Context: an optimization exercise on an open-source flow, tuned for small area. The choices shown serve that exercise and are no tape-out recipe.
The RTL was checked by simulation tests, not by an equivalence proof against the original design.
Power figures rest on the tool's default switching activity, not on a simulated workload.

## wb_grf
module wb_grf #(
  parameter int DW          = 32,
  parameter int NREG        = 32,
  parameter int PC_LINK_OFS = 8
) (
  input  logic          clk,
  input  logic          reset,
  input  logic [DW-1:0] wb_dm_data,
  input  logic [DW-1:0] wb_alu_out,
  input  logic [4:0]    wb_waddr,
  input  logic [DW-1:0] wb_pc,
  input  logic [1:0]    wb_mem_to_reg,
  input  logic [4:0]    rs_addr,
  input  logic [4:0]    rt_addr,
  output logic [DW-1:0] rs_data,
  output logic [DW-1:0] rt_data,
  output logic [DW-1:0] wb_wdata,
  output logic          wb_we
);
Size: about 3,500 cells after synthesis, about 1,000 flip-flops, ~210 I/O pins.
==> flow/config.mk <==
export PLATFORM = sky130hd
export DESIGN_NAME = wb_grf
export DESIGN_NICKNAME = wb_grf
export VERILOG_FILES = /design/flow/design.v
export SDC_FILE = /design/flow/constraint.sdc
export NUM_CORES = 4
export LEC_CHECK = 0
export CAP_MARGIN = 0
export CELL_PAD_IN_SITES_DETAIL_PLACEMENT = 0
export CELL_PAD_IN_SITES_GLOBAL_PLACEMENT = 0
export CORE_MARGIN = 2
export CORE_UTILIZATION = 50
export CTS_BUF_LIST = sky130_fd_sc_hd__clkbuf_8
export CTS_CLUSTER_DIAMETER = 80
export CTS_CLUSTER_SIZE = 16
export PLACE_DENSITY = 0.6
export SLEW_MARGIN = 0
export SYNTH_HIERARCHICAL = 1
export SYNTH_MINIMUM_KEEP_SIZE = 0
export BUFFER_PORTS_ARGS = -buffer_cell sky130_fd_sc_hd__buf_1
export CTS_ARGS = -sink_clustering_enable -repair_clock_nets -dont_use_dummy_load -buf_list sky130_fd_sc_hd__clkbuf_8 -sink_clustering_size 16 -sink_clustering_max_diameter 80
==> flow/constraint.sdc <==
create_clock -name core_clock -period 7.5 [get_ports {clk}]
set_input_delay 1.5000 -clock core_clock [delete_from_list [all_inputs] [get_ports {clk}]]
set_output_delay 1.5000 -clock core_clock [all_outputs]
set_load 0.01 [all_outputs]
standard.sh (not shown) runs the stock make flow with config.mk's settings and CLKGATE_MAP_FILE= SYNTH_SCRIPT=/design/flow/synth_recipe.tcl, a recipe that flattens the netlist after the stock synthesis.
==> flow/flow/run.sh <==
#!/bin/bash
# Own layout flow: the standard flow (standard synthesis unchanged), with
# two changes to how the layout is made:
#  - the port buffers are plain buf_1 cells instead of the resizer's default
#    pick (a clkdlybuf4s50_1 delay cell); every port still gets its buffer;
#  - clock tree synthesis without dummy loads, using clkbuf_8 leaf clusters.
set -euo pipefail
cat >> config.mk <<'EOF'
export BUFFER_PORTS_ARGS = -buffer_cell sky130_fd_sc_hd__buf_1
export CTS_ARGS = -sink_clustering_enable -repair_clock_nets -dont_use_dummy_load -buf_list sky130_fd_sc_hd__clkbuf_8 -sink_clustering_size 16 -sink_clustering_max_diameter 80
EOF
bash standard.sh > standard_flow.log 2>&1
==> next run, changes <==
==> flow/run.sh (new file) <==
#!/bin/bash
# synth_recipe.tcl (not shown) runs the flow's synth.tcl, then flattens the netlist and writes it again
# the make line also repeats each setting of config.mk as NAME=value (left out here)
make -C /OpenROAD-flow-scripts/flow DESIGN_CONFIG=/design/flow/config.mk WORK_HOME=/design/flow/orfs CLKGATE_MAP_FILE= SYNTH_SCRIPT=/design/flow/synth_recipe.tcl finish
Settings changed: BUFFER_PORTS_ARGS -buffer_cell sky130_fd_sc_hd__buf_1 to unset, CAP_MARGIN 0 to 15, CORE_UTILIZATION 50 to 35, CTS_ARGS -sink_clustering_enable -repair_clock_nets -dont_use_dummy_load -buf_list sky130_fd_sc_hd__clkbuf_8 -sink_clustering_size 16 -sink_clustering_max_diameter 80 to unset, PLACE_DENSITY 0.6 to 0.4, SLEW_MARGIN 0 to 10.
removed: flow/flow/run.sh
removed: flow/standard.sh
After rerunning: Final cell count rises by 11%; wire length rises by 4.7%; total power rises by 3.4%; non-clock buffer count rises by 53; hold slack is about the same; synthesized cell count does not change; setup slack degrades by 0.69 ns; cell area rises by 5.7%; fmax falls by 9.4%; clock-buffer cell count rises by 5.
==> next run, changes <==
Settings changed: CAP_MARGIN 15 to 0, SLEW_MARGIN 10 to 0.
This time the run ran to the end with violations: max-capacitance violations.
Final area is about the same.
Critical path depth fell by 1.
Core utilization barely changes.
Global-route usage stays flat.
Setup slack degrades by 0.057 ns.
Hold slack degrades by 0.0035 ns.
Non-clock buffer count fell by 7.
==> next run, changes <==
==> flow/flow/run.sh (new file) <==
#!/bin/bash
# Own layout flow: the standard flow (standard synthesis unchanged), with
# two changes to how the layout is made:
#  - the port buffers are plain buf_1 cells instead of the resizer's default
#    pick (a clkdlybuf4s50_1 delay cell); every port still gets its buffer;
#  - clock tree synthesis without dummy loads, using clkbuf_8 leaf clusters.
set -euo pipefail
cat >> config.mk <<'EOF'
export BUFFER_PORTS_ARGS = -buffer_cell sky130_fd_sc_hd__buf_1
export CTS_ARGS = -sink_clustering_enable -repair_clock_nets -dont_use_dummy_load -buf_list sky130_fd_sc_hd__clkbuf_8 -sink_clustering_size 16 -sink_clustering_max_diameter 80
EOF
bash standard.sh > standard_flow.log 2>&1
==> flow/standard.sh (new file) <==
#!/bin/bash
# synth_recipe.tcl (not shown) runs the flow's synth.tcl, then flattens the netlist and writes it again
# the make line also repeats each setting of config.mk as NAME=value (left out here)
make -C /OpenROAD-flow-scripts/flow DESIGN_CONFIG=/design/flow/config.mk WORK_HOME=/design/flow/orfs CLKGATE_MAP_FILE= SYNTH_SCRIPT=/design/flow/synth_recipe.tcl "${@:-finish}"
Settings changed: BUFFER_PORTS_ARGS set to -buffer_cell sky130_fd_sc_hd__buf_1, CTS_ARGS set to -sink_clustering_enable -repair_clock_nets -dont_use_dummy_load -buf_list sky130_fd_sc_hd__clkbuf_8 -sink_clustering_size 16 -sink_clustering_max_diameter 80.
removed: flow/run.sh
Effect:
- The new run finished clean
- area after synthesis is unchanged
- worst setup slack improves by 0.67 ns
- final area came out lower by 4.0%
- total power drops by about 3.4%
- via count went up by 1.9%

==> static timing again, ports no longer ideal <==
The flow's constraints put no driver on any port. The routed layouts listed below were extracted and timed again, unchanged, in two steps.
Step 1 (the two cells are an assumption about what drives the block):
set clk [get_ports {clk}]
set_driving_cell -lib_cell sky130_fd_sc_hd__clkbuf_16 $clk
set_driving_cell -lib_cell sky130_fd_sc_hd__buf_2 [delete_from_list [all_inputs] $clk]
Step 2, shift: input delay + t, output delay - t, t = (earliest + latest rising clock arrival at the registers) / 2. This alone moves slack from input paths to output paths.
a / b / c = no drivers / after step 1 / after step 2; a / b = the first two.
| run | t (ns) | setup WS [ns] | pins driven straight from the clock port |
|---|---|---|---|
| the first run | 0.776 | 0.874 / 0.834 / 0.834 | 1 |
| the second run | 0.841 | 0.187 / 0.166 / 0.166 | 1 |
| the third run | 0.849 | 0.130 / 0.097 / 0.097 | 1 |
| the fourth run | 0.839 | 0.796 / 0.768 / 0.768 | 1 |
For the first run, which loses most, drivers alone change the setup slack by -0.040 ns; drivers and shift together by -0.040 ns.
